Context: an optimization exercise on an open-source flow, tuned for small area, a short achievable clock period and few clock cycles per item. The choices shown serve that exercise and are no tape-out recipe. In this exercise RTL edits were held to simulation tests only and were not proved equivalent to the original.

==> flow/config.mk <==
export PLATFORM = sky130hd
export DESIGN_NAME = encoder_position_speed_estimator
export DESIGN_NICKNAME = encoder_position_speed_estimator
export VERILOG_FILES = /design/flow/design.v
export SDC_FILE = /design/flow/constraint.sdc
export NUM_CORES = 4
export LEC_CHECK = 0
export ABC_CLOCK_PERIOD_IN_PS = 5000
export CAP_MARGIN = 20
export CORE_MARGIN = 2
export CORE_UTILIZATION = 40
export SETUP_SLACK_MARGIN = 5
export SLEW_MARGIN = 20
==> flow/constraint.sdc <==
create_clock -name core_clock -period 12.0 [get_ports {aclk}]
set_input_delay 2.4000 -clock core_clock [delete_from_list [all_inputs] [get_ports {aclk}]]
set_output_delay 2.4000 -clock core_clock [all_outputs]
set_load 0.01 [all_outputs]
==> flow/design.v <==
`timescale 1ns / 1ps
package epse_pkg;
    localparam logic [1:0] KIND_POS   = 2'd0;
    localparam logic [1:0] KIND_SPEED = 2'd1;
    localparam logic [1:0] KIND_CLEAR = 2'd2;
    localparam logic [1:0] KIND_RSVD  = 2'd3;
    localparam int CFG_ADDR_W = 2;
    localparam int CFG_DATA_W = 17;
    localparam logic [CFG_ADDR_W-1:0] CFG_REVERSE_MASK   = 2'd0;
    localparam logic [CFG_ADDR_W-1:0] CFG_COUNTS_PER_REV = 2'd1;
    localparam logic [CFG_ADDR_W-1:0] CFG_MIN_INTERVAL   = 2'd2;
    localparam logic [CFG_ADDR_W-1:0] CFG_ALPHA          = 2'd3;
    localparam logic [1:0]  RST_REVERSE_MASK   = 2'd1;
    localparam logic [15:0] RST_COUNTS_PER_REV = 16'd3960;
    localparam logic [15:0] RST_MIN_INTERVAL   = 16'd250;
    localparam logic [16:0] RST_ALPHA          = 17'd13107;
    localparam logic [13:0] US_ODD = 14'd15625;
    localparam int S_TDATA_W = 56;
    localparam int M_TDATA_W = 72;
    localparam logic [1:0] J_NONE = 2'd0;   
    localparam logic [1:0] J_ZERO = 2'd1;   
    localparam logic [1:0] J_READ = 2'd2;   
    localparam logic [1:0] J_UPD  = 2'd3;   
endpackage
`timescale 1ns / 1ps
module epse_div_step (
    input  logic [47:0] rem,
    input  logic [1:0]  nbits,
    input  logic [47:0] den,
    output logic [1:0]  digit,
    output logic [47:0] rem_next,
    output logic [47:0] rem_sub1,  
    output logic        ge1,
    output logic        ge2
);
    logic [49:0] t;
    logic [50:0] s1, s2, s3;
    logic c1, c2, c3;
    assign t  = {rem, nbits};
    logic [50:0] x, y, a1, a2;
    assign a1 = ~{3'b0, den};
    assign a2 = ~{2'b0, den, 1'b0};
    assign x = {1'b0, t} ^ a1 ^ a2;
    assign y = {(({1'b0, t} & a1) | ({1'b0, t} & a2) | (a1 & a2)), 1'b1} ;
    epse_add #(51) u1 (.a({1'b0, t}), .b(~{3'b0, den}), .cin(1'b1), .s(s1), .cout(c1));
    epse_add #(51) u2 (.a({1'b0, t}), .b(~{2'b0, den, 1'b0}), .cin(1'b1), .s(s2), .cout(c2));
    epse_add #(51) u3 (.a(x), .b(y[50:0]), .cin(1'b1), .s(s3), .cout(c3));
    assign ge1 = !s1[50];
    assign ge2 = !s2[50];
    assign rem_sub1 = s1[47:0];
    always_comb begin
        if (!s3[50]) begin digit = 2'd3; rem_next = s3[47:0]; end
        else if (!s2[50]) begin digit = 2'd2; rem_next = s2[47:0]; end
        else if (!s1[50]) begin digit = 2'd1; rem_next = s1[47:0]; end
        else begin digit = 2'd0; rem_next = t[47:0]; end
    end
endmodule
`timescale 1ns / 1ps
module epse_rpm (
    input  logic [31:0] rps,
    output logic [31:0] rpm
);
    logic signed [37:0] scaled;
    assign scaled = ($signed({{6{rps[31]}}, rps}) <<< 6) - ($signed({{6{rps[31]}}, rps}) <<< 2);
    always_comb begin
        if (scaled[37:31] == 7'h00 || scaled[37:31] == 7'h7F) rpm = scaled[31:0];
        else if (scaled[37]) rpm = 32'h8000_0000;
        else rpm = 32'h7FFF_FFFF;
    end
endmodule
module epse_add #(parameter int W = 52) (input logic [W-1:0] a, input logic [W-1:0] b, input logic cin, output logic [W-1:0] s, output logic cout);
    localparam int L = $clog2(W);
    logic [W-1:0] g [L+1];
    logic [W-1:0] p [L+1];
    logic [W-1:0] p0;
    assign p0 = a ^ b;
    always_comb begin
        g[0] = a & b;
        p[0] = p0;
        g[0][0] = (a[0] & b[0]) | (p0[0] & cin);
        for (int l = 0; l < L; l++) begin
            for (int i = 0; i < W; i++) begin
                if ((i >> l) & 1) begin
                    g[l+1][i] = g[l][i] | (p[l][i] & g[l][((i >> l) << l) - 1]);
                    p[l+1][i] = p[l][i] & p[l][((i >> l) << l) - 1];
                end else begin
                    g[l+1][i] = g[l][i];
                    p[l+1][i] = p[l][i];
                end
            end
        end
    end
    assign s = p0 ^ {g[L][W-2:0], cin};
    assign cout = g[L][W-1];
endmodule
`timescale 1ns / 1ps
import epse_pkg::*;
module encoder_position_speed_estimator (
    input  logic                  aclk,
    input  logic                  aresetn,
    input  logic                  s_tvalid,
    output logic                  s_tready,
    input  logic [epse_pkg::S_TDATA_W-1:0]  s_tdata,
    output logic                  m_tvalid,
    input  logic                  m_tready,
    output logic [epse_pkg::M_TDATA_W-1:0]  m_tdata,
    input  logic                  cfg_wr_en,
    input  logic [epse_pkg::CFG_ADDR_W-1:0] cfg_addr,
    input  logic [epse_pkg::CFG_DATA_W-1:0] cfg_wr_data
);
    logic [1:0]  rev_mask;
    logic [15:0] cpr;
    logic [15:0] min_gap;
    logic [16:0] alpha_eff;    
    logic [17:0] alpha3;       
    logic [16:0] alpha_wr;
    assign alpha_wr = cfg_wr_data[16] ? 17'h10000 : cfg_wr_data;
    always_ff @(posedge aclk) begin
        if (!aresetn) begin
            rev_mask  <= RST_REVERSE_MASK;
            cpr       <= RST_COUNTS_PER_REV;
            min_gap   <= RST_MIN_INTERVAL;
            alpha_eff <= RST_ALPHA;
            alpha3    <= 18'(3 * RST_ALPHA);
        end else if (cfg_wr_en) begin
            unique case (cfg_addr)
                CFG_REVERSE_MASK:   rev_mask  <= cfg_wr_data[1:0];
                CFG_COUNTS_PER_REV: cpr       <= cfg_wr_data[15:0];
                CFG_MIN_INTERVAL:   min_gap   <= cfg_wr_data[15:0];
                CFG_ALPHA: begin
                    alpha_eff <= alpha_wr;
                    alpha3    <= {1'b0, alpha_wr} + {alpha_wr, 1'b0};
                end
                default: ;
            endcase
        end
    end
    logic [15:0] last_raw  [2];
    logic [31:0] pos       [2];
    logic [31:0] dpos      [2];
    logic [31:0] base_time [2];
    logic        primed    [2];
    logic [31:0] rps       [2];
    logic v0, v1, vd, vo;
    logic out_free;
    logic dv_adv, dv_free, j1_adv, j1_free, fe_adv, s0_free;
    logic [1:0]  kind0;
    logic [1:0]  mot0;
    logic [15:0] raw0;
    logic [31:0] now0;
    logic [16:0] dl0, ndl0;
    logic        ok0, idx0, is_clr0, is_spd0, upd0, dtge0, ddz0;
    logic        idx_in, rev_in;
    logic [15:0] raw_in, lr_in, p_in, m_in;
    logic [16:0] sp_in, sm_in;
    assign idx_in = s_tdata[3];
    assign raw_in = s_tdata[19:4];
    assign rev_in = rev_mask[idx_in];
    assign lr_in  = (v0 && ok0 && idx0 == idx_in) ? raw0 : last_raw[idx_in];
    assign p_in   = raw_in - lr_in;
    assign m_in   = lr_in - raw_in;
    assign sp_in  = {p_in[15], p_in};
    assign sm_in  = {m_in[15] && (m_in != 16'h8000), m_in};
    always_ff @(posedge aclk) begin
        if (s_tvalid && s_tready) begin
            kind0 <= s_tdata[1:0];
            mot0  <= s_tdata[3:2];
            raw0  <= raw_in;
            now0  <= s_tdata[51:20];
            dl0   <= rev_in ? sm_in : sp_in;
            ndl0  <= rev_in ? sp_in : sm_in;
        end
    end
    logic [31:0] delta0, np0, dd0, dt0;
    logic [1:0]  jt0;
    assign ok0     = (mot0 == 2'd1 || mot0 == 2'd2) && kind0 != KIND_RSVD;
    assign idx0    = mot0[1];
    assign is_clr0 = kind0 == KIND_CLEAR;
    assign is_spd0 = kind0 == KIND_SPEED;
    assign delta0  = {{15{dl0[16]}}, dl0};
    assign np0     = pos[idx0] + delta0;
    assign dd0     = dpos[idx0] + delta0;
    assign ddz0    = dpos[idx0] == {{15{ndl0[16]}}, ndl0};
    assign dt0     = now0 - base_time[idx0];
    logic        w0;
    logic [33:0] dg0;
    assign w0    = now0 < base_time[idx0];
    assign dg0   = {2'b00, now0} + {2'b11, ~base_time[idx0]} + {18'h3FFFF, ~min_gap} + 34'd2;
    assign dtge0 = w0 ? dg0[32] : !dg0[33];
    assign upd0    = is_spd0 && primed[idx0] && dtge0 && !ddz0;
    always_comb begin
        if (!ok0 || kind0 == KIND_POS)            jt0 = J_NONE;
        else if (is_clr0 || !primed[idx0])        jt0 = J_ZERO;
        else if (upd0)                            jt0 = J_UPD;
        else                                      jt0 = J_READ;
    end
    always_ff @(posedge aclk) begin
        if (!aresetn) begin
            for (int i = 0; i < 2; i++) begin
                last_raw[i]  <= '0;
                pos[i]       <= '0;
                dpos[i]      <= '0;
                base_time[i] <= '0;
                primed[i]    <= 1'b0;
            end
        end else if (fe_adv && ok0) begin
            last_raw[idx0] <= raw0;
            if (is_clr0) begin
                pos[idx0]       <= '0;
                dpos[idx0]      <= '0;
                base_time[idx0] <= '0;
                primed[idx0]    <= 1'b0;
            end else begin
                pos[idx0] <= np0;
                if (is_spd0 && !primed[idx0]) begin
                    primed[idx0]    <= 1'b1;
                    base_time[idx0] <= now0;
                    dpos[idx0]      <= '0;
                end else if (upd0) begin
                    base_time[idx0] <= now0;
                    dpos[idx0]      <= '0;
                end else begin
                    dpos[idx0] <= dd0;
                end
            end
        end
    end
    logic [1:0]  jt1;
    logic        c1;
    logic        idx1, ok1, neg1;
    logic [31:0] pos1, dt1, dx1;
    logic [47:0] accd1;
    logic [45:0] accm1;
    logic [47:0] den1;
    logic [45:0] num1;
    logic        j1_ready;
    logic [7:0]  cbyte1;
    assign cbyte1 = c1 ? cpr[7:0] : cpr[15:8];
    assign den1   = {accd1[39:0], 8'd0} + 48'(dt1 * cbyte1);
    logic [45:0] hA, hB, hC;
    always_comb begin
        if (!c1) begin
            hA = {8'd0, dx1, neg1 ? 6'd62 : 6'd1};
            hB = ~{12'd0, dx1, 2'b00};
            hC = {14'd0, dx1};
        end else begin
            hA = {accm1[37:0], neg1 ? 8'd9 : 8'd0};
            hB = {11'd0, dx1, 3'b000};
            hC = {14'd0, dx1};
        end
    end
    assign num1 = hA + hB + hC;
    assign j1_ready = (jt1 != J_UPD) || c1;
    always_ff @(posedge aclk) begin
        if (fe_adv) begin
            jt1   <= jt0;
            idx1  <= idx0;
            ok1   <= ok0;
            pos1  <= (ok0 && !is_clr0) ? np0 : 32'd0;
            neg1  <= dd0[31];
            dx1   <= dd0[31] ? ~dd0 : dd0;
            dt1   <= dt0;
            accd1 <= '0;
            accm1 <= '0;
            c1    <= 1'b0;
        end else if (v1 && !j1_ready) begin
            accd1 <= den1;
            accm1 <= num1;
            c1    <= 1'b1;
        end
    end
    localparam logic [1:0] P_FIRST = 2'd0;
    localparam logic [1:0] P_STEP  = 2'd1;
    localparam logic [1:0] P_PASS  = 2'd2;
    logic [1:0]  jtd, phd;
    logic        idxd, okd, negd, satd, wrd;
    logic [31:0] posd;
    logic [47:0] remd, dend;
    logic [9:0]  nbd;
    logic [2:0]  cntd;           
    logic [51:0] accd;
    logic [1:0]  qdh, qdl, rmh, rml;
    logic        rnh, addr, nega;
    logic        va;
    logic [1:0]  jta;
    logic        idxa, oka, wra;
    logic [31:0] posa;
    logic        ac_adv, ac_free, ac_free_c;
    logic [1:0]  digA, digB;
    logic [47:0] remA, remB, remA_s1, remB_s1;
    logic        geA1, geA2, geB1, geB2;
    epse_div_step u_stepA (
        .rem      (remd),
        .nbits    (nbd[9:8]),
        .den      (dend),
        .digit    (digA),
        .rem_next (remA),
        .rem_sub1 (remA_s1),
        .ge1      (geA1),
        .ge2      (geA2)
    );
    epse_div_step u_stepB (
        .rem      (remA),
        .nbits    (nbd[7:6]),
        .den      (dend),
        .digit    (digB),
        .rem_next (remB),
        .rem_sub1 (remB_s1),
        .ge1      (geB1),
        .ge2      (geB2)
    );
    logic [17:0] am [4];
    assign am[0] = 18'd0;
    assign am[1] = {1'b0, alpha_eff};
    assign am[2] = {alpha_eff, 1'b0};
    assign am[3] = alpha3;
    logic [31:0] rps_d, rps_f, est_a;
    logic [2:0]  rpos;
    logic [3:0]  rdig;
    logic [1:0]  rmh_nx;
    logic        rnh_nx;
    logic [17:0] mqh, mql, mrh, mrl;
    logic [51:0] t0, t1, t2, t3, t4, t5, acc_nx;
    logic [3:0]  cin;
    assign mqh = am[qdh];
    assign mql = am[qdl];
    assign mrh = am[rmh];
    assign mrl = am[rml];
    assign cin = 4'(nega) + 4'(nega) + 4'(!rnh) + 4'd1;
    assign t0 = {accd[47:0], cin};
    assign t1 = nega ? ~{32'd0, mqh, 2'b00} : {32'd0, mqh, 2'b00};
    assign t2 = nega ? ~{34'd0, mql} : {34'd0, mql};
    assign t3 = rnh ? {32'd0, mrh, 2'b00} : ~{32'd0, mrh, 2'b00};
    assign t4 = ~{34'd0, mrl};
    assign t5 = addr ? {{20{rps_d[31]}}, rps_d} : 52'd0;
    assign acc_nx = t0 + t1 + t2 + t3 + t4 + t5;
    assign est_a  = acc_nx[47:16];
    assign rps_d  = rps[idxd];
    assign rps_f  = (va && wra && idxa == idxd) ? est_a : rps_d;
    assign rpos   = (phd == P_FIRST) ? 3'd7 : cntd - 3'd1;
    assign rdig   = rps_f[4*rpos +: 4];
    assign rnh_nx = (rpos == 3'd7) && rdig[3];
    assign rmh_nx = rnh_nx ? 2'(-rdig[3:2]) : rdig[3:2];
    logic first_ok, last_step;
    assign first_ok  = vd && (phd != P_STEP) && ac_free;
    assign last_step = vd && (phd == P_STEP) && (cntd == 3'd1);
    assign dv_adv    = (first_ok && phd == P_PASS) || last_step;
    always_ff @(posedge aclk) begin
        if (j1_adv) begin
            jtd  <= jt1;
            idxd <= idx1;
            okd  <= ok1;
            posd <= pos1;
            negd <= neg1 && (jt1 == J_UPD);
            wrd  <= (jt1 == J_UPD) || (jt1 == J_ZERO);
            remd <= {12'd0, num1[45:10]};
            nbd  <= num1[9:0];
            dend <= den1;
            cntd <= 3'd7;
            satd <= 1'b0;
            phd  <= (jt1 == J_UPD) ? P_FIRST : P_PASS;
        end else if ((first_ok && phd == P_FIRST) || (vd && phd == P_STEP)) begin
            if (phd == P_STEP) begin
                cntd <= cntd - 3'd1;
            end else begin
                satd <= geA2;
                phd  <= P_STEP;
            end
            remd <= remB;
            nbd  <= {nbd[5:0], 4'b0000};
        end
    end
    always_ff @(posedge aclk) begin
        if (first_ok) begin
            accd <= '0;
            nega <= negd;
            addr <= 1'b0;
        end else if (vd && phd == P_STEP) begin
            accd <= acc_nx;
            addr <= (cntd == 3'd5);
        end
        if (first_ok || (vd && phd == P_STEP)) begin
            if (phd == P_PASS) begin
                rmh <= 2'd0;
                rnh <= 1'b0;
                rml <= 2'd0;
            end else begin
                rmh <= rmh_nx;
                rnh <= rnh_nx;
                rml <= rdig[1:0];
            end
            if (phd == P_PASS || cpr == 16'd0) begin
                qdh <= 2'd0;
                qdl <= 2'd0;
            end else if (phd == P_FIRST ? geA2 : satd) begin
                qdh <= (phd == P_FIRST) ? 2'd1 : 2'd3;
                qdl <= 2'd3;
            end else begin
                qdh <= digA;
                qdl <= digB;
            end
        end
    end
    always_ff @(posedge aclk) begin
        if (dv_adv) begin
            jta  <= jtd;
            idxa <= idxd;
            oka  <= okd;
            posa <= posd;
            wra  <= wrd;
        end
    end
    always_ff @(posedge aclk) begin
        if (!aresetn) begin
            rps[0] <= '0;
            rps[1] <= '0;
        end else if (ac_adv && wra) begin
            rps[idxa] <= est_a;
        end
    end
    logic        oko, spdo;
    logic [31:0] poso, rpso, rpmo;
    always_ff @(posedge aclk) begin
        if (ac_adv) begin
            oko  <= oka;
            spdo <= jta[1];
            poso <= posa;
            rpso <= (jta == J_READ) ? rps[idxa] : est_a;
        end
    end
    epse_rpm u_rpm (.rps(rpso), .rpm(rpmo));
    assign m_tvalid = vo;
    assign m_tdata  = {7'd0, spdo ? rpmo : 32'd0, poso, oko};
    logic dv_adv_c, dv_free_c, j1_free_c;
    assign out_free  = !vo || m_tready;
    assign ac_adv    = va && out_free;
    assign ac_free   = !va || out_free;
    assign ac_free_c = !va || !vo;
    assign dv_free   = !vd || dv_adv;
    assign j1_adv    = v1 && j1_ready && dv_free;
    assign j1_free   = !v1 || (j1_ready && dv_free);
    assign fe_adv    = v0 && j1_free;
    assign s0_free   = !v0 || j1_free;
    assign dv_adv_c  = (vd && phd == P_PASS && ac_free_c) || last_step;
    assign dv_free_c = !vd || dv_adv_c;
    assign j1_free_c = !v1 || (j1_ready && dv_free_c);
    assign s_tready  = !v0 || j1_free_c;
    always_ff @(posedge aclk) begin
        if (!aresetn) begin
            v0 <= 1'b0;
            v1 <= 1'b0;
            vd <= 1'b0;
            va <= 1'b0;
            vo <= 1'b0;
        end else begin
            v0 <= (s_tvalid && s_tready) || (v0 && !fe_adv);
            v1 <= fe_adv || (v1 && !j1_adv);
            vd <= j1_adv || (vd && !dv_adv);
            va <= dv_adv || (va && !ac_adv);
            vo <= ac_adv || (vo && !m_tready);
        end
    end
endmodule
==> flow/run.sh <==
#!/bin/bash
# synth_recipe.tcl (not shown) runs the flow's synth.tcl, then flattens the netlist and writes it again
# the make line also repeats each setting of config.mk as NAME=value (left out here)
make -C /OpenROAD-flow-scripts/flow DESIGN_CONFIG=/design/flow/config.mk WORK_HOME=/design/flow/orfs CLKGATE_MAP_FILE= SYNTH_SCRIPT=/design/flow/synth_recipe.tcl finish
==> flow_summary.toml, run 1 <==
[placement]
place_hpwl_um = 184000
port_buffers = 142
gp_congestion = 0.937
place_worst_setup_slack_ns = 1.97

[drt]
wl_um = 254000
via_per_inst = 5.56
drc_errors = 0
ant_nets = 0
avgRoutedWirePerCell_um = 20.7
drt-initial-drc-count = 5556
dr.pass1.iters = 12
vias = 68400

[finish]
syn_to_final_growth_pct = 17.1
drive_gt1_frac = 0.142
final_nets = 10700

[setup_path]
crit_path_end_kind = "flip-flop"
crit_required_ns = 12.53
crit_path_start_kind = "flip-flop"
crit_fanout = 7
crit_arrival_ns = 8.32
timing.critical_path.mode_cell = "buf_6"
critPathKind = "reg2reg"
cpMaxStageDelayCell = "fa_1"
slowest_delay_ns = 0.56

[die]
core_sq_um = 212000
dieWidth_um = 465
start_util = 0.401
dieArea_sq_um = 216000
dieHeight_um = 465
row_count = 169
ioPinCount = 154

[synth]
syn-cell-area_sq_um = 84900
async_flop_share = 0
ys_warn_count = 7
netlist.area_leader.share = 0.255
ys_ff_latch = 939
yosysSeqAreaShare = 0.306
synthDistinctLibCells = 96
synth_ff_type = "edfxtp_1"
avgSynthCellArea_sq_um = 9.37
synth_edf_count = 721
synth_area_leader_cell = "edfxtp_1"
ys_top_cells_by_area = "edfxtp_1 (25%), fa_1 (12%), ha_1 (10%), dfxtp_1 (5.1%), inv_1 (4.8%)"
syn_inst = 9067

[sta]
max_clock_freq_ghz = 0.128
setup_viol = 0
finalHoldViolations = 0
min_period_over_period = 0.650
relSlewSlack = 0.174
tightest_slew_ns = 1.23
worst_hold_slack_ns = 0.406
rsz0062_at_grt = "yes"
slew_violations = 0
fin_crit_ns = 7.80
clock_skew_ns = 0.0598
setup_ws_ns = 4.20
setup_tns_ns = 0

[cts]
cts-htree-levels = 3
cts_buffer_depth = 3
hold_buffers = 0
insertion_delay_ns = 0.81
cts.clk_slew.worst_paths_ns = 0.06
cts_buffers = 105
root_buffer = "clkbuf_16"
cts_tree = "yes"
cts.sinks = 939

[global_route]
grt_use_total = 0.228
grt_overflow_total = 0
grt_max_degree = 88
antenna_found_initial = 8
grt_pass1_wl_um = 391000
grt_pass1_vias = 68600

[outcome]
status = "timing/DRC/antenna clean"

[hold_path]
hold_path.class = "reg2reg"

[flow_run]
timing.max_cap.violations = 0
repair_timing:
item,in CTS,in global routing
setup endpoints to repair,118,96
pin swaps,86,94
setup buffers,228,103
cloned,15,2
gates resized for setup,529,281
metrics by stage:
| stage | std cells | utilization | area [sq um] |
|---|---|---|---|
| global placement | 11800 | 0.423 | 89500 |
| floorplan | 9074 | - | 85100 |
| detailed placement | 11800 | 0.423 | 89500 |
| global route | 12300 | 0.470 | 99500 |
| CTS | 12200 | 0.462 | 97800 |
| finish | 12300 | 0.470 | 99500 |
critical path: cells and delay by family, from the launching register on:
family | cells | cell delay (ns)
AOI/OAI and AO/OA | 15 | 3.16
adders and majority gates | 4 | 1.62
buffers and inverters | 10 | 1.33
DFF | 1 | 0.41
muxes | 1 | 0.32
and+or+nand+nor | 2 | 0.65
layout make-up:
type	instances	area, sq um
Antenna cell	2	5.00
Sequential cell	939	26000
Multi-Input combinational cell	6687	56600
Clock buffer	134	2880
Fill cell	19600	112000
Clock inverter	61	779
Tap cell	2821	3530
Timing Repair Buffer	581	5510
Inverter	1078	4150
kinds of logic after synthesis:
family / Yosys count / share of synthesized area
flops: 939 / 0.306
fa+ha+maj: 1232 / 0.228
simple gates: 2495 / 0.138
buf+inv: 1454 / 0.0653
xor+xnor: 588 / 0.0606
mux: 399 / 0.0520
other cells: 1 / 0.0000442
compound gates: 1959 / 0.149
layout by cell type, fill, tap and decap left out, drive strengths merged, types with 54 or more instances in the layout:
cell,Yosys,routed
a211oi,75,75
a21boi,61,61
a21o,205,205
a21oi,599,599
a22oi,66,66
a31oi,64,64
and2,81,81
buf,69,456
clkbuf,307,144
clkdlybuf4s50,0,110
dfxtp,218,218
edfxtp,721,721
fa,530,530
ha,702,702
inv,1077,1075
mux2,179,180
mux2i,206,207
nand2,941,941
nand2b,66,66
nand3,173,173
nor2,549,549
nor2b,212,212
nor3,126,126
nor4,96,96
o211ai,69,69
o21a,87,87
o21ai,337,337
o21bai,54,54
xnor2,359,359
xor2,229,229
registers in the layout (all words and copies together), names as in the netlist, 17 cells and up, named ones only:
name       flops
accd          44
dt1           32
base_time     64
accd1         40
now0          32
dl0           17
remd          48
dend          48
dx1           32
posd          32
rpso          32
last_raw      32
dpos          64
posa          32
rps           64
alpha3        17
pos1          32
accm1         38
alpha_eff     17
pos           64
poso          32
Yosys cell counts (173+ instances only):
| library cell | instances |
|---|---|
| a21o_1 | 205 |
| a21oi_1 | 596 |
| clkbuf_1 | 296 |
| dfxtp_1 | 218 |
| edfxtp_1 | 721 |
| fa_1 | 530 |
| ha_1 | 702 |
| inv_1 | 1075 |
| mux2i_1 | 206 |
| nand2_1 | 941 |
| nand3_1 | 173 |
| nor2_1 | 549 |
| nor2b_1 | 212 |
| o21ai_0 | 325 |
| xnor2_1 | 359 |
| xor2_1 | 229 |
metal layers:
metal,vias to the layer above,routed length [um],global-route usage
met5,-,47,0
met4,8,10100,0.0873
met3,460,15200,0.0309
met2,2163,120000,0.381
met1,33500,109000,0.300
li1,32200,-,-
worst paths after layout:
path	startpoint	to	slack, ns	cells after the start
worst min-delay path	pos1[22]$_SDFFCE_PN0P_	posd[22]$_DFFE_PP_	0.41	0
worst max register to register	dend[17]$_DFFE_PP_	remd[19]$_DFFE_PP_	4.20	32
worst min register to register	pos1[22]$_SDFFCE_PN0P_	posd[22]$_DFFE_PP_	0.41	0
worst max-delay path	dend[17]$_DFFE_PP_	remd[19]$_DFFE_PP_	4.20	32
Testbench counts, summed over its fixed seeds: cycles 21,528, items 4,000.
==> run 2: changes to the inputs <==
--- a/flow/config.mk
+++ b/flow/config.mk
@@ -7,6 +7,6 @@
 export LEC_CHECK = 0
-export ABC_CLOCK_PERIOD_IN_PS = 5000
+export ABC_AREA = 1
 export CAP_MARGIN = 20
 export CORE_MARGIN = 2
-export CORE_UTILIZATION = 40
+export CORE_UTILIZATION = 60
 export SETUP_SLACK_MARGIN = 5
==> flow_summary.toml, run 2 <==
[sta]
fin_crit_ns = 6.95
finalHoldViolations = 0
setup_viol = 0
slew_violations = 0
relSlewSlack = 0.220
rsz0062_at_grt = "yes"
tightest_slew_ns = 1.16
max_clock_freq_ghz = 0.144
setup_ws_ns = 5.05
min_period_over_period = 0.579
clock_skew_ns = 0.0295
setup_tns_ns = 0

[drt]
via_per_inst = 5.76
avgRoutedWirePerCell_um = 19.8
drc_errors = 0
vias = 76100
wl_um = 262000
drt-initial-drc-count = 6720
ant_nets = 0
dr.pass1.iters = 8

[hold_path]
hold_path_depth = 0
hold_path.class = "reg2reg"

[placement]
place_worst_setup_slack_ns = 2.45
port_buffers = 142
gp_congestion = 1.01
place_hpwl_um = 196000
post_dp_cell_area_sq_um = 90200
dp.cells = 12900

[setup_path]
cpMaxStageDelayCell = "edfxtp_1"
path_depth = 33
timing.critical_path.mode_cell = "nand2_1"
rrSetupSlack_ns = 5.05
rr_worst_depth = 33
crit_fanout = 56
crit_arrival_ns = 7.43
cp.buffers_inverters = 9
crit_path_start_kind = "flip-flop"
slowest_delay_ns = 0.56
crit_required_ns = 12.48
cp_top_family = "simple AND/OR/NAND/NOR gates"
critPathKind = "reg2reg"
crit_path_end_kind = "flip-flop"

[global_route]
grt_pass1_wl_um = 403000
grt_overflow_total = 0
antenna_found_initial = 10
grt_use_total = 0.346
use_met1 = 0.467
busiest_layer = "met2"
gr-usage-met3 = 0.0464
grt_max_degree = 78
use_met2 = 0.565
grt_pass1_vias = 73200

[synth]
yosysSeqAreaShare = 0.299
syn-cell-area_sq_um = 87100
synth_commonest_cells = "nand2_1 (2,070), inv_1 (1,996), nor2_1 (1,084)"
async_flop_share = 0
netlist.area_leader.share = 0.249
avgSynthCellArea_sq_um = 7.88
syn_inst = 11100
ys_top_cells_by_area = "edfxtp_1 (25%), fa_1 (12%), ha_1 (10%), nand2_1 (8.9%), inv_1 (8.6%)"
ys_warn_count = 7
synth_area_leader_cell = "edfxtp_1"
synthDistinctLibCells = 67
ys_ff_latch = 939
synth_edf_count = 721
synth_ff_type = "edfxtp_1"
yosysMostFrequentCell = "nand2_1"

[cts]
root_buffer = "clkbuf_16"
hold_buffers = 0
cts_tree = "yes"
insertion_delay_ns = 0.75
cts.sinks = 939
cts-htree-levels = 3
cts.clk_slew.worst_paths_ns = 0.06
cts_buffers = 105
cts_buffer_depth = 3

[finish]
syn_to_final_growth_pct = 10.0
final_nets = 12500
final_cell_mix = "nand2_1 (2,042), inv_1 (1,946), nor2_1 (1,071), a21oi_1 (829), edfxtp_1 (721)"
final_cells = 13200
drive_gt1_frac = 0.0667
final_cell_area_sq_um = 95900
final_common_cell = "nand2_1"
final_core_util = 0.667

[die]
row_count = 139
ioPinCount = 154
dieArea_sq_um = 148000
dieWidth_um = 385
dieHeight_um = 385
core_sq_um = 144000
start_util = 0.606

[flow_run]
timing.max_cap.violations = 0

[outcome]
status = "timing/DRC/antenna clean"
-- run 2: changes by cell type in the layout (fill, tap and decap cells not counted), moves of 164 or more --
| cell | previous run | this run |
|---|---|---|
| nand3_1 | 165 | 423 |
| nor2_1 | 531 | 1071 |
| inv_1 | 1010 | 1946 |
| mux2_2 | 164 | 0 |
| a21oi_1 | 523 | 829 |
| mux2i_1 | 192 | 2 |
| nor2b_1 | 204 | 0 |
| xnor2_1 | 352 | 143 |
| o21ai_0 | 284 | 657 |
| nand2_1 | 925 | 2042 |
-- run 2: cell families after synthesis --
| kind of cell | after synthesis | synth area share |
|---|---|---|
| AO/OA/AOI/OAI | 2091 | 0.135 |
| XOR/XNOR | 488 | 0.0491 |
| adder cells (fa/ha/maj) | 1232 | 0.223 |
| buffers and inverters | 2334 | 0.104 |
| flip-flops | 939 | 0.299 |
| multiplexers | 2 | 0.000230 |
| other | 1 | 0.0000430 |
| AND/OR/NAND/NOR | 3972 | 0.190 |
-- run 2: metal layers --
layer / share of wire / vias up / routed length (um)
met1: 0.42 / 36400 / 110000
met5: 0.00026 / - / 69
met3: 0.076 / 600 / 19900
li1: - / 36200 / -
met2: 0.46 / 2943 / 122000
met4: 0.040 / 6 / 10500
-- run 2: worst paths after layout --
check	from	to
max	dend[1]$_DFFE_PP_	qdl[0]$_SDFFCE_PP0P_
min	posd[9]$_DFFE_PP_	posa[9]$_DFFE_PN_
max reg2reg	dend[1]$_DFFE_PP_	qdl[0]$_SDFFCE_PP0P_
min reg2reg	posd[9]$_DFFE_PP_	posa[9]$_DFFE_PN_
-- run 2: cell type report --
type                    instances  area, sq um
well taps                    1903         2380
inverters                    2015         7690
multi-input cells            7796        52800
clock inverters                68          748
fillers                     12200        48000
clock buffers                 129         2780
repair inverters                5         36.3
flip-flops and latches        939        26000
diodes                          6         15.0
repair buffers                354         3420
-- run 2: worst register-to-register path, delay by kind of cell, from the launching register on --
family	cells	cell delay (ns)
AO/OA/AOI/OAI	8	1.68
adder cells (fa/ha/maj)	2	0.61
buffers and inverters	9	1.58
flip-flops	1	0.56
AND/OR/NAND/NOR	14	2.24
-- run 2: through the flow --
step	hold WS, ns
after CTS	0.411
final	0.411
after floorplan	0.400
after detailed placement	0.405
after global routing	0.417
after global placement	0.403
-- run 2: timing repair --
action | in CTS | in global routing
gates cloned | 7 | 11
resized for setup | 99 | 156
pin swaps | 9 | 18
setup endpoints to repair | 86 | 104
hold endpoints to repair | 0 | 0
setup buffers | 36 | 89
==> run 3: changes to the inputs <==
--- a/flow/config.mk
+++ b/flow/config.mk
@@ -10,3 +10,3 @@
 export CORE_MARGIN = 2
-export CORE_UTILIZATION = 60
+export CORE_UTILIZATION = 40
 export SETUP_SLACK_MARGIN = 5
==> flow_summary.toml, run 3 <==
[sta]
relSlewSlack = 0.257
slew_violations = 0
clock_skew_ns = 0.0724
max_clock_freq_ghz = 0.147
rsz0062_at_grt = "yes"
tightest_slew_ns = 1.11
setup_viol = 0
setup_tns_ns = 0
fin_crit_ns = 6.80
setup_ws_ns = 5.20
finalHoldViolations = 0
min_period_over_period = 0.567

[synth]
ys_top_cells_by_area = "edfxtp_1 (25%), fa_1 (12%), ha_1 (10%), nand2_1 (8.9%), inv_1 (8.6%)"
synthDistinctLibCells = 67
ys_warn_count = 7
avgSynthCellArea_sq_um = 7.88
syn_inst = 11100
yosysMostFrequentCell = "nand2_1"
netlist.area_leader.share = 0.249
synth_ff_type = "edfxtp_1"
synth_area_leader_cell = "edfxtp_1"
async_flop_share = 0
yosysSeqAreaShare = 0.299
synth_edf_count = 721
synth_commonest_cells = "nand2_1 (2,070), inv_1 (1,996), nor2_1 (1,084)"
ys_ff_latch = 939
syn-cell-area_sq_um = 87100

[setup_path]
crit_path_end_kind = "flip-flop"
crit_end = "rmh[1]$_SDFFCE_PN0P_"
cpMaxStageDelayCell = "xor2_1"
cp_top_family = "simple AND/OR/NAND/NOR gates"
cp.buffers_inverters = 3
crit_arrival_ns = 7.31
critPathKind = "reg2reg"
rrSetupSlack_ns = 5.20
cp_cell_sequence = "nand2_1, inv_1, a221oi_1, fa_1, fa_1, inv_1, fa_1, inv_1, ha_1, nand3_1, nand2_1, nand2_1, nand2_1, nand2_1, nand2_1, a21boi_1, o31ai_1, xor2_1, nand2_1, nand2_1, nand3_1, nand3_1, a21oi_1, nor2_1"
path_depth = 24
crit_path_start_kind = "flip-flop"
rr_worst_depth = 24
r2r_start = "rml[0]$_SDFFCE_PN0P_"
crit_required_ns = 12.51
timing.critical_path.mode_cell = "nand2_1"
reg2reg_to = "rmh[1]$_SDFFCE_PN0P_"
crit_fanout = 14
crit_start = "rml[0]$_SDFFCE_PN0P_"
slowest_delay_ns = 0.62

[placement]
gp_congestion = 0.949
port_buffers = 142
place_hpwl_um = 203000
post_dp_cell_area_sq_um = 91400
place_worst_setup_slack_ns = 3.02

[drt]
vias = 74100
dr.pass1.iters = 7
ant_nets = 0
avgRoutedWirePerCell_um = 18.7
drc_errors = 0
via_per_inst = 5.23
wl_um = 265000
drt-initial-drc-count = 5852

[die]
dieHeight_um = 471
dieWidth_um = 471
core_sq_um = 217000
dieArea_sq_um = 222000
ioPinCount = 154
row_count = 171
start_util = 0.402

[cts]
root_buffer = "clkbuf_16"
cts.sinks = 939
cts.clk_slew.worst_paths_ns = 0.07
insertion_delay_ns = 0.80
cts_buffer_depth = 3
hold_buffers = 0
cts_buffers = 109
cts-htree-levels = 3
cts_tree = "yes"

[hold_path]
hold_path.class = "reg2reg"

[finish]
final_nets = 12500
drive_gt1_frac = 0.0668
syn_to_final_growth_pct = 11.8
final_cell_mix = "nand2_1 (2,047), inv_1 (1,944), nor2_1 (1,070), a21oi_1 (826), edfxtp_1 (721)"
final_cell_area_sq_um = 97400
final_common_cell = "nand2_1"

[flow_run]
timing.max_cap.violations = 0

[global_route]
antenna_found_initial = 5
grt_use_total = 0.233
grt_pass1_wl_um = 410000
grt_overflow_total = 0
grt_pass1_vias = 73300
grt_max_degree = 81

[outcome]
status = "timing/DRC/antenna clean"
## run 3: cell counts after synthesis
Identical to the previous run, type by type.
## run 3: cell type report
class                           count  area, sq um
Clock buffer                      130         2890
Timing Repair Buffer              348         3440
Tap cell                         2854         3570
Inverter                         2015         7700
Antenna cell                        2         5.00
Fill cell                       21400       119000
Sequential cell                   939        26000
Timing Repair inverter              1         7.51
Multi-Input combinational cell   7794        52700
Clock inverter                     77         1000
## run 3: kinds of logic after synthesis
| group | share of synthesized area |
|---|---|
| simple gates | 0.190 |
| xor+xnor | 0.0491 |
| buf+inv | 0.104 |
| flops | 0.299 |
| compound gates | 0.135 |
| fa+ha+maj | 0.223 |
| mux | 0.000230 |
| other cells | 0.0000430 |
## run 3: repair_timing
action / in CTS / in global routing
buffers inserted: 40 / 78
setup endpoints to repair: 195 / 236
gates resized for setup: 94 / 155
pin swaps: 8 / 13
cloned: 2 / 8
## run 3: worst reg2reg max path: stages, from the launching register on
cell and delay, ns:
edfxtp_1 0.47, nand2_1 0.48, inv_1 0.23, a221oi_1 0.50, fa_1 0.54, fa_1 0.56, inv_1 0.05, fa_1 0.48
inv_1 0.04, ha_1 0.36, nand3_1 0.09, nand2_1 0.18, nand2_1 0.08, nand2_1 0.17, nand2_1 0.07, nand2_1 0.18
a21boi_1 0.18, o31ai_1 0.38, xor2_1 0.62, nand2_1 0.10, nand2_1 0.08, nand3_1 0.07, nand3_1 0.17, a21oi_1 0.09
nor2_1 0.35
## run 3: stage by stage
stage / utilization / hold slack, ns / std cells
after floorplan: - / 0.400 / 11100
after global placement: 0.422 / 0.401 / 13800
after detailed placement: 0.422 / 0.405 / 13800
after CTS: 0.443 / 0.417 / 14100
after global routing: 0.449 / 0.420 / 14200
final: 0.449 / 0.416 / 14200
## run 3: worst min path at each step
| stage | startpoint | to | depth (start not counted) |
|---|---|---|---|
| 3_3_place_gp | pos1[0]$_SDFFCE_PN0P_ | posd[0]$_DFFE_PP_ | 0 |
| 4_1_cts | pos1[28]$_SDFFCE_PN0P_ | posd[28]$_DFFE_PP_ | 0 |
| 5_1_grt | pos1[28]$_SDFFCE_PN0P_ | posd[28]$_DFFE_PP_ | 0 |
| 3_5_place_dp | posd[12]$_DFFE_PP_ | posa[12]$_DFFE_PN_ | 0 |
| 6_report | posd[4]$_DFFE_PP_ | posa[4]$_DFFE_PN_ | 0 |
| 2_1_floorplan | jtd[0]$_DFFE_PP_ | jta[0]$_DFFE_PN_ | 0 |
## run 3: per-layer routing
| metal | global-route usage | up-vias | part of all wire |
|---|---|---|---|
| li1 | - | 36200 | - |
| met1 | 0.312 | 35500 | 0.45 |
| met2 | 0.389 | 2056 | 0.47 |
| met3 | 0.0278 | 409 | 0.052 |
| met4 | 0.0769 | 4 | 0.034 |
| met5 | 0 | - | 0.000087 |
==> run 4: changes to the inputs <==
--- a/flow/config.mk
+++ b/flow/config.mk
@@ -8,3 +8,3 @@
 export ABC_AREA = 1
-export CAP_MARGIN = 20
+export CAP_MARGIN = 5
 export CORE_MARGIN = 2
@@ -12,2 +12,2 @@
 export SETUP_SLACK_MARGIN = 5
-export SLEW_MARGIN = 20
+export SLEW_MARGIN = 5
==> flow_summary.toml, run 4 <==
[outcome]
status = "timing/DRC/antenna clean"

[hold_path]
hold_path.class = "reg2reg"
hp-start = "posa[30]$_DFFE_PN_"
hold_path_depth = 0
hold_end = "poso[30]$_DFFE_PP_"

[cts]
cts_buffer_depth = 3
hold_buffers = 0
cts_buffers = 107
cts.clk_slew.worst_paths_ns = 0.06
cts-htree-levels = 3
root_buffer = "clkbuf_16"
insertion_delay_ns = 0.79
cts_tree = "yes"
cts.sinks = 939

[global_route]
antenna_found_initial = 8
grt_overflow_total = 0
grt_use_total = 0.232
grt_max_degree = 81
grt_pass1_vias = 73200
grt_pass1_wl_um = 410000

[setup_path]
timing.critical_path.mode_cell = "nand2_1"
slowest_delay_ns = 0.53
cpMaxStageDelayCell = "fa_1"
rrSetupSlack_ns = 5.21
reg2reg_to = "remd[21]$_DFFE_PP_"
r2r_start = "dend[19]$_DFFE_PP_"
crit_path_start_kind = "flip-flop"
critPathKind = "reg2reg"
crit_arrival_ns = 7.34
crit_fanout = 13
cp.buffers_inverters = 11
crit_path_end_kind = "flip-flop"
crit_start = "dend[19]$_DFFE_PP_"
rr_worst_depth = 40
crit_required_ns = 12.54
cp_top_family = "simple AND/OR/NAND/NOR gates"

[synth]
synthSimpleGateAreaFrac = 0.190
synth_commonest_cells = "nand2_1 (2,070), inv_1 (1,996), nor2_1 (1,084)"
netlist.area_leader.share = 0.249
synth_xor_area_frac = 0.0491
yosysSeqAreaShare = 0.299
synth_ff_type = "edfxtp_1"
synthMuxAreaShare = 0.000230
syn-cell-area_sq_um = 87100
ys_top_cells_by_area = "edfxtp_1 (25%), fa_1 (12%), ha_1 (10%), nand2_1 (8.9%), inv_1 (8.6%)"
yosysMostFrequentCell = "nand2_1"
synth_adder_area_share = 0.223
async_flop_share = 0
avgSynthCellArea_sq_um = 7.88
synthDistinctLibCells = 67
syn_inst = 11100
synth_top_family_by_area = "adder cells"
synth_edf_count = 721
synth_compound_area_frac = 0.135
ys_ff_latch = 939
synth_area_leader_cell = "edfxtp_1"
ys_warn_count = 7

[sta]
rsz0062_at_grt = "yes"
tightest_slew_ns = 1.28
fin_crit_ns = 6.79
clock_skew_ns = 0.0545
min_period_over_period = 0.566
setup_viol = 0
finalHoldViolations = 0
slew_violations = 0
max_clock_freq_ghz = 0.147
relSlewSlack = 0.146
setup_tns_ns = 0

[drt]
avgRoutedWirePerCell_um = 18.7
wl_um = 265000
drc_errors = 0
vias = 74300
via_per_inst = 5.25
drt-initial-drc-count = 5675
ant_nets = 0
dr.pass1.iters = 8

[die]
row_count = 171
dieWidth_um = 471
start_util = 0.402
ioPinCount = 154
dieArea_sq_um = 222000
dieHeight_um = 471
core_sq_um = 217000

[finish]
drive_gt1_frac = 0.0681
final_nets = 12500
final_common_cell = "nand2_1"
regArea_sq_um = 26000
multi_input_area_sq_um = 52700
syn_to_final_growth_pct = 11.6
final_cell_area_sq_um = 97200
final_cell_mix = "nand2_1 (2,048), inv_1 (1,942), nor2_1 (1,071), a21oi_1 (822), edfxtp_1 (721)"
fillers = 21400

[placement]
gp_congestion = 0.949
post_dp_cell_area_sq_um = 91400
port_buffers = 142
place_hpwl_um = 203000

[flow_run]
timing.max_cap.violations = 0
==> run 4: cell counts after synthesis <==
No cell type changed its count.
==> run 4: through the flow <==
step	utilization	setup WS (ns)	hold WS, ns	instances
2_1_floorplan	-	5.32	0.400	11100
5_1_grt	0.449	4.94	0.421	14200
3_5_place_dp	0.422	3.09	0.405	13800
6_report	0.449	5.21	0.419	14200
4_1_cts	0.442	5.00	0.418	14100
3_3_place_gp	0.422	3.25	0.401	13800
==> run 4: layout make-up <==
type	count	share of cell area
clock inverters	65	0.00741
well taps	2854	0.0367
diodes	1	0.0000257
repair inverters	2	0.000154
flip-flops and latches	939	0.268
repair buffers	367	0.0361
multi-input cells	7795	0.542
inverters	2015	0.0793
clock buffers	136	0.0307
==> run 4: worst max-delay path by stage <==
stage	endpoint	slack (ns)	depth (start not counted)
2_1_floorplan	rmh[1]$_SDFFCE_PN0P_	5.32	26
3_3_place_gp	qdl[0]$_SDFFCE_PP0P_	3.25	33
3_5_place_dp	qdl[0]$_SDFFCE_PP0P_	3.09	33
4_1_cts	remd[2]$_DFFE_PP_	5.00	35
5_1_grt	m_tdata[40]	4.94	17
6_report	remd[21]$_DFFE_PP_	5.21	40
==> run 4: logic make-up (layout without fill, tap and decap cells) <==
logic type	after synthesis	in the layout
simple gates	3972	3974
buf+inv	2334	2585
other cells	1	9
fa+ha+maj	1232	1232
flops	939	939
xor+xnor	488	488
mux	2	2
compound gates	2091	2091
==> run 4: timing repair <==
action                                  in CTS  in global routing
gates cloned                                 2                 10
pin swaps                                    6                 19
setup buffers                               43                 97
resized for setup                           98                162
endpoints found under the setup margin     196                240
==> run 4: routing by layer <==
layer | vias up | track usage | routed length, um | share of wire
met2 | 2030 | 0.388 | 123000 | 0.46
met5 | - | 0 | 29 | 0.00011
li1 | 36200 | - | - | -
met1 | 35700 | 0.313 | 119000 | 0.45
met4 | 4 | 0.0784 | 9350 | 0.035
met3 | 408 | 0.0249 | 13600 | 0.051
==> run 4: worst reg2reg max path: cells and delay by family, from the launching register on <==
family                     cells  cell delay (ns)
DFF                            1             0.42
buffers and inverters         11             1.42
AOI/OAI and AO/OA              6             0.85
adders and majority gates      4             1.60
and+or+nand+nor               19             2.25
==> run 5: changes to the inputs <==
--- a/flow/design.v
+++ b/flow/design.v
@@ -150,15 +150,3 @@
     logic [31:0] now0;
-    logic [16:0] dl0, ndl0;
-    logic        ok0, idx0, is_clr0, is_spd0, upd0, dtge0, ddz0;
-    logic        idx_in, rev_in;
-    logic [15:0] raw_in, lr_in, p_in, m_in;
-    logic [16:0] sp_in, sm_in;
-    assign idx_in = s_tdata[3];
-    assign raw_in = s_tdata[19:4];
-    assign rev_in = rev_mask[idx_in];
-    assign lr_in  = (v0 && ok0 && idx0 == idx_in) ? raw0 : last_raw[idx_in];
-    assign p_in   = raw_in - lr_in;
-    assign m_in   = lr_in - raw_in;
-    assign sp_in  = {p_in[15], p_in};
-    assign sm_in  = {m_in[15] && (m_in != 16'h8000), m_in};
+    logic        ok0, idx0, is_clr0, is_spd0, upd0, dtge0;
     always_ff @(posedge aclk) begin
@@ -167,8 +155,8 @@
             mot0  <= s_tdata[3:2];
-            raw0  <= raw_in;
+            raw0  <= s_tdata[19:4];
             now0  <= s_tdata[51:20];
-            dl0   <= rev_in ? sm_in : sp_in;
-            ndl0  <= rev_in ? sp_in : sm_in;
         end
     end
+    logic [15:0] p0, m0;
+    logic [16:0] dl0;
     logic [31:0] delta0, np0, dd0, dt0;
@@ -179,2 +167,5 @@
     assign is_spd0 = kind0 == KIND_SPEED;
+    assign p0      = raw0 - last_raw[idx0];
+    assign m0      = last_raw[idx0] - raw0;
+    assign dl0     = rev_mask[idx0] ? {m0[15] && (m0 != 16'h8000), m0} : {p0[15], p0};
     assign delta0  = {{15{dl0[16]}}, dl0};
@@ -182,3 +173,2 @@
     assign dd0     = dpos[idx0] + delta0;
-    assign ddz0    = dpos[idx0] == {{15{ndl0[16]}}, ndl0};
     assign dt0     = now0 - base_time[idx0];
@@ -189,3 +179,3 @@
     assign dtge0 = w0 ? dg0[32] : !dg0[33];
-    assign upd0    = is_spd0 && primed[idx0] && dtge0 && !ddz0;
+    assign upd0    = is_spd0 && primed[idx0] && dtge0 && (dd0 != 32'd0);
     always_comb begin
--- a/flow/config.mk
+++ b/flow/config.mk
@@ -8,3 +8,3 @@
 export ABC_AREA = 1
-export CAP_MARGIN = 5
+export CAP_MARGIN = 20
 export CORE_MARGIN = 2
@@ -12,2 +12,2 @@
 export SETUP_SLACK_MARGIN = 5
-export SLEW_MARGIN = 5
+export SLEW_MARGIN = 20
==> flow_summary.toml, run 5 <==
[outcome]
status = "timing/DRC/antenna clean"

[drt]
dr.pass1.iters = 23
ant_nets = 0
drc_errors = 0
avgRoutedWirePerCell_um = 18.9
drt-initial-drc-count = 5315
vias = 72900
wl_um = 263000
via_per_inst = 5.24

[placement]
port_buffers = 142
gp_congestion = 0.954
place_hpwl_um = 197000

[setup_path]
timing.critical_path.mode_cell = "nand2_1"
crit_required_ns = 12.49
crit_end = "remd[34]$_DFFE_PP_"
path_depth = 30
crit_arrival_ns = 7.39
cp.buffers_inverters = 8
reg2reg_to = "remd[34]$_DFFE_PP_"
slowest_delay_ns = 0.55
cpMaxStageDelayCell = "fa_1"
rrSetupSlack_ns = 5.10
rr_worst_depth = 30
crit_path_end_kind = "flip-flop"
r2r_start = "dend[3]$_DFFE_PP_"
crit_start = "dend[3]$_DFFE_PP_"
cp_top_family = "simple AND/OR/NAND/NOR gates"
crit_path_start_kind = "flip-flop"
crit_fanout = 20
critPathKind = "reg2reg"

[sta]
tightest_slew_ns = 1.25
setup_viol = 0
clock_skew_ns = 0.0302
worst_hold_slack_ns = 0.415
fin_crit_ns = 6.90
setup_tns_ns = 0
slew_violations = 0
max_clock_freq_ghz = 0.145
relSlewSlack = 0.163
min_period_over_period = 0.575
rsz0062_at_grt = "yes"
finalHoldViolations = 0

[cts]
cts.clk_slew.worst_paths_ns = 0.07
cts-htree-levels = 3
cts_buffers = 102
cts.sinks = 906
cts_tree = "yes"
insertion_delay_ns = 0.78
cts_buffer_depth = 3
root_buffer = "clkbuf_16"

[global_route]
grt_pass1_vias = 72200
grt_overflow_total = 0
antenna_found_initial = 3
grt_max_degree = 137
grt_pass1_wl_um = 403000
grt_use_total = 0.234

[synth]
syn_inst = 10800
syn-cell-area_sq_um = 85300
avgSynthCellArea_sq_um = 7.87
synth_ff_type = "edfxtp_1"
netlist.area_leader.share = 0.242
synth_area_leader_cell = "edfxtp_1"
synth_edf_count = 688
ys_warn_count = 7
synthDistinctLibCells = 75
synth_commonest_cells = "nand2_1 (2,082), inv_1 (1,967), nor2_1 (1,051)"
async_flop_share = 0
ys_ff_latch = 906
ys_top_cells_by_area = "edfxtp_1 (24%), fa_1 (12%), ha_1 (10%), nand2_1 (9.2%), inv_1 (8.7%)"
yosysSeqAreaShare = 0.294
yosysMostFrequentCell = "nand2_1"

[finish]
final_common_cell = "nand2_1"
final_nets = 12300
drive_gt1_frac = 0.0729
final_cell_mix = "nand2_1 (2,050), inv_1 (1,914), nor2_1 (1,035), a21oi_1 (889), ha_1 (689)"
syn_to_final_growth_pct = 12.4

[die]
dieWidth_um = 466
row_count = 169
ioPinCount = 154
dieHeight_um = 466
core_sq_um = 212000
start_util = 0.402
dieArea_sq_um = 217000

[hold_path]
hold_path.class = "reg2reg"

[flow_run]
timing.max_cap.violations = 0
-- run 5: final cells by class --
cell class                      instances  area (sq um)
Timing Repair inverter                  4          25.0
Sequential cell                       906         25000
Tap cell                             2821          3530
Timing Repair Buffer                  360          3700
Fill cell                           20900        116000
Antenna cell                            2          5.00
Clock inverter                         68           743
Inverter                             1990          7620
Clock buffer                          124          2700
Multi-Input combinational cell       7639         52500
-- run 5: worst register-to-register path, delay by kind of cell, from the launching register on --
kind            cells  cell delay, ns
simple gates       16            2.50
fa+ha+maj           5            2.19
buf+inv             8            1.18
flops               1            0.48
compound gates      1            0.22
-- run 5: repair_timing --
item | in CTS | in global routing
setup endpoints to repair | 376 | 406
hold buffers | 0 | 0
pin swaps | 10 | 31
gates resized for setup | 168 | 188
gates cloned | 9 | 15
buffers inserted | 81 | 48
-- run 5: routing by layer --
metal / global-route usage / share of wire
met1: 0.311 / 0.44
met2: 0.397 / 0.47
met3: 0.0240 / 0.051
met4: 0.0796 / 0.036
met5: 0 / 0.00015
-- run 5: kinds of logic after synthesis --
group / share of synthesized area
other: 0.0000440
adder cells (fa/ha/maj): 0.228
multiplexers: 0.00817
AO/OA/AOI/OAI: 0.138
XOR/XNOR: 0.0471
AND/OR/NAND/NOR: 0.181
flip-flops: 0.294
buffers and inverters: 0.104
-- run 5: worst min-delay path by stage --
stage | from | endpoint | slack, ns | depth (start not counted)
floorplan | jtd[0]$_DFFE_PP_ | jta[0]$_DFFE_PN_ | 0.40 | 0
global placement | wrd$_DFFE_PP_ | wra$_DFFE_PN_ | 0.40 | 0
detailed placement | pos1[6]$_SDFFCE_PN0P_ | posd[6]$_DFFE_PP_ | 0.40 | 0
CTS | posd[12]$_DFFE_PP_ | posa[12]$_DFFE_PN_ | 0.42 | 0
global route | posd[12]$_DFFE_PP_ | posa[12]$_DFFE_PN_ | 0.42 | 0
finish | posd[12]$_DFFE_PP_ | posa[12]$_DFFE_PN_ | 0.41 | 0
-- run 5: through the flow --
| step | setup WS, ns | util | area, sq um | instances |
|---|---|---|---|---|
| floorplan | 5.06 | - | 85300 | 10800 |
| global placement | 3.00 | 0.422 | 89500 | 13600 |
| detailed placement | 2.91 | 0.422 | 89500 | 13600 |
| CTS | 5.00 | 0.445 | 94300 | 13800 |
| global route | 4.94 | 0.452 | 95800 | 13900 |
| finish | 5.10 | 0.452 | 95800 | 13900 |
Testbench counts of run 5, summed over its fixed seeds: cycles 21,528, items 4,000.
==> run 6: changes to the inputs <==
--- a/flow/config.mk
+++ b/flow/config.mk
@@ -8,3 +8,3 @@
 export ABC_AREA = 1
-export CAP_MARGIN = 20
+export CAP_MARGIN = 5
 export CORE_MARGIN = 2
@@ -12,2 +12,2 @@
 export SETUP_SLACK_MARGIN = 5
-export SLEW_MARGIN = 20
+export SLEW_MARGIN = 5
==> flow_summary.toml, run 6 <==
[cts]
insertion_delay_ns = 0.79
cts_buffers = 102
cts-htree-levels = 3
cts_buffer_depth = 3
cts_tree = "yes"
cts.sinks = 906
cts.clk_slew.worst_paths_ns = 0.07
hold_buffers = 0
root_buffer = "clkbuf_16"

[sta]
rsz0062_at_grt = "yes"
tightest_slew_ns = 1.25
slew_violations = 0
fin_crit_ns = 6.89
max_clock_freq_ghz = 0.145
relSlewSlack = 0.158
clock_skew_ns = 0.0321
setup_tns_ns = 0
finalHoldViolations = 0
min_period_over_period = 0.574
setup_viol = 0

[placement]
gp_congestion = 0.954
place_hpwl_um = 197000
dp.cells = 13600
port_buffers = 142

[flow_run]
timing.max_cap.violations = 0

[synth]
syn-cell-area_sq_um = 85300
synth_area_leader_cell = "edfxtp_1"
ys_warn_count = 7
avgSynthCellArea_sq_um = 7.87
syn_inst = 10800
ys_top_cells_by_area = "edfxtp_1 (24%), fa_1 (12%), ha_1 (10%), nand2_1 (9.2%), inv_1 (8.7%)"
netlist.area_leader.share = 0.242
synth_commonest_cells = "nand2_1 (2,082), inv_1 (1,967), nor2_1 (1,051)"
synth_edf_count = 688
synthDistinctLibCells = 75
synth_ff_type = "edfxtp_1"
ys_ff_latch = 906
yosysMostFrequentCell = "nand2_1"
async_flop_share = 0
yosysSeqAreaShare = 0.294

[finish]
final_nets = 12300
drive_gt1_frac = 0.0727
final_common_cell = "nand2_1"
syn_to_final_growth_pct = 12.4
final_cell_mix = "nand2_1 (2,051), inv_1 (1,914), nor2_1 (1,035), a21oi_1 (889), ha_1 (689)"
final_cells = 13900

[setup_path]
timing.critical_path.mode_cell = "nand2_1"
rr_worst_depth = 30
crit_required_ns = 12.49
slowest_delay_ns = 0.55
crit_path_start_kind = "flip-flop"
crit_fanout = 20
cpMaxStageDelayCell = "fa_1"
crit_arrival_ns = 7.39
critPathKind = "reg2reg"
crit_path_end_kind = "flip-flop"

[die]
ioPinCount = 154
start_util = 0.402
dieHeight_um = 466
core_sq_um = 212000
dieWidth_um = 466
dieArea_sq_um = 217000
row_count = 169

[drt]
ant_nets = 0
vias = 72900
drc_errors = 0
dr.pass1.iters = 23
drt-initial-drc-count = 5324
via_per_inst = 5.24
avgRoutedWirePerCell_um = 18.9
wl_um = 263000

[global_route]
grt_pass1_vias = 72200
use_met2 = 0.397
use_met1 = 0.311
busiest_layer = "met2"
grt_overflow_total = 0
grt_max_degree = 137
antenna_found_initial = 3
gr-usage-met3 = 0.0240
grt_pass1_wl_um = 403000
grt_use_total = 0.234

[outcome]
status = "timing/DRC/antenna clean"

[hold_path]
hold_path_depth = 0
hold_path.class = "reg2reg"
==> run 6: worst paths after layout <==
check | from | end | slack (ns)
max | dend[3]$_DFFE_PP_ | remd[34]$_DFFE_PP_ | 5.11
min | posd[12]$_DFFE_PP_ | posa[12]$_DFFE_PN_ | 0.41
max reg2reg | dend[3]$_DFFE_PP_ | remd[34]$_DFFE_PP_ | 5.11
min reg2reg | posd[12]$_DFFE_PP_ | posa[12]$_DFFE_PN_ | 0.41
==> run 6: layout make-up <==
class | instances | area, sq um
fill | 20900 | 116000
multi-input combinational | 7639 | 52500
sequential | 906 | 25000
inverter | 1990 | 7620
timing repair buffer | 360 | 3700
tap | 2821 | 3530
clock buffer | 124 | 2700
clock inverter | 68 | 743
timing repair inverter | 4 | 25.0
antenna | 2 | 5.00
==> run 6: through the flow <==
stage	setup slack (ns)	area, sq um	hold WS (ns)	utilization
2_1_floorplan	5.06	85300	0.400	-
3_3_place_gp	3.00	89500	0.404	0.422
4_1_cts	5.00	94300	0.416	0.445
5_1_grt	4.94	95800	0.422	0.452
3_5_place_dp	2.91	89500	0.405	0.422
6_report	5.11	95800	0.415	0.452
==> run 6: logic make-up (layout without fill, tap and decap cells) <==
kind of cell / Yosys count / count (layout) / share of synthesized area
flip-flops: 906 / 906 / 0.294
multiplexers: 62 / 62 / 0.00817
AO/OA/AOI/OAI: 2077 / 2077 / 0.138
XOR/XNOR: 458 / 458 / 0.0471
other: 1 / 10 / 0.0000440
buffers and inverters: 2294 / 2546 / 0.104
AND/OR/NAND/NOR: 3792 / 3797 / 0.181
adder cells (fa/ha/maj): 1237 / 1237 / 0.228
==> run 6: critical path: cells and delay by family, from the launching register on <==
kind	cells	cell delay, ns
fa+ha+maj	5	2.19
flops	1	0.48
compound gates	1	0.22
buf+inv	8	1.17
simple gates	16	2.50
==> run 6: metal layers <==
metal | routed length, um | part of all wire
met2 | 124000 | 0.47
met5 | 39 | 0.00015
met1 | 116000 | 0.44
met4 | 9250 | 0.035
met3 | 14000 | 0.053
==> run 6: what timing repair did <==
| item | CTS | global route |
|---|---|---|
| setup buffers | 81 | 48 |
| cloned | 9 | 15 |
| pin swaps | 10 | 31 |
| gates resized for setup | 169 | 188 |
| setup endpoints to repair | 376 | 410 |

[separate check: timing with driven ports]
The results above use ideal ports. As a check the final layouts listed here were re-extracted and re-timed, cells and wires unchanged.
Step 1 assumes that a clkbuf_16 drives the clock port and a buf_2 every other input.
Step 2 times the ports against the registers' clock, not the clock port: input delays grow and output delays shrink by t, the midpoint of the rising clock arrivals with the driver on.
a / b / c = ideal ports / drivers / drivers and shift; a / b = the first two.
run	shift t [ns]	setup slack, ns	hold WS [ns]	clock arrival spread, ns	worst slew at a driven data input, ns
run 1	0.864	4.202 / 4.202 / 4.202	0.406 / 0.406 / 0.406	0.060 / 0.060	0.05
run 2	0.811	5.050 / 5.050 / 4.743	0.411 / 0.411 / 0.411	0.032 / 0.031	0.05
run 3	0.849	5.201 / 5.201 / 4.539	0.416 / 0.416 / 0.416	0.073 / 0.074	0.07
run 4	0.847	5.208 / 5.163 / 4.522	0.419 / 0.419 / 0.419	0.056 / 0.057	0.07
run 5	0.861	5.105 / 5.105 / 4.561	0.415 / 0.415 / 0.415	0.036 / 0.037	0.05
run 6	0.861	5.109 / 5.109 / 4.571	0.415 / 0.415 / 0.415	0.037 / 0.037	0.05
After both steps setup and hold are still met in every run listed. The setup slack of run 4, which loses most, moves by -0.045 ns with the drivers and by -0.686 ns with both steps.
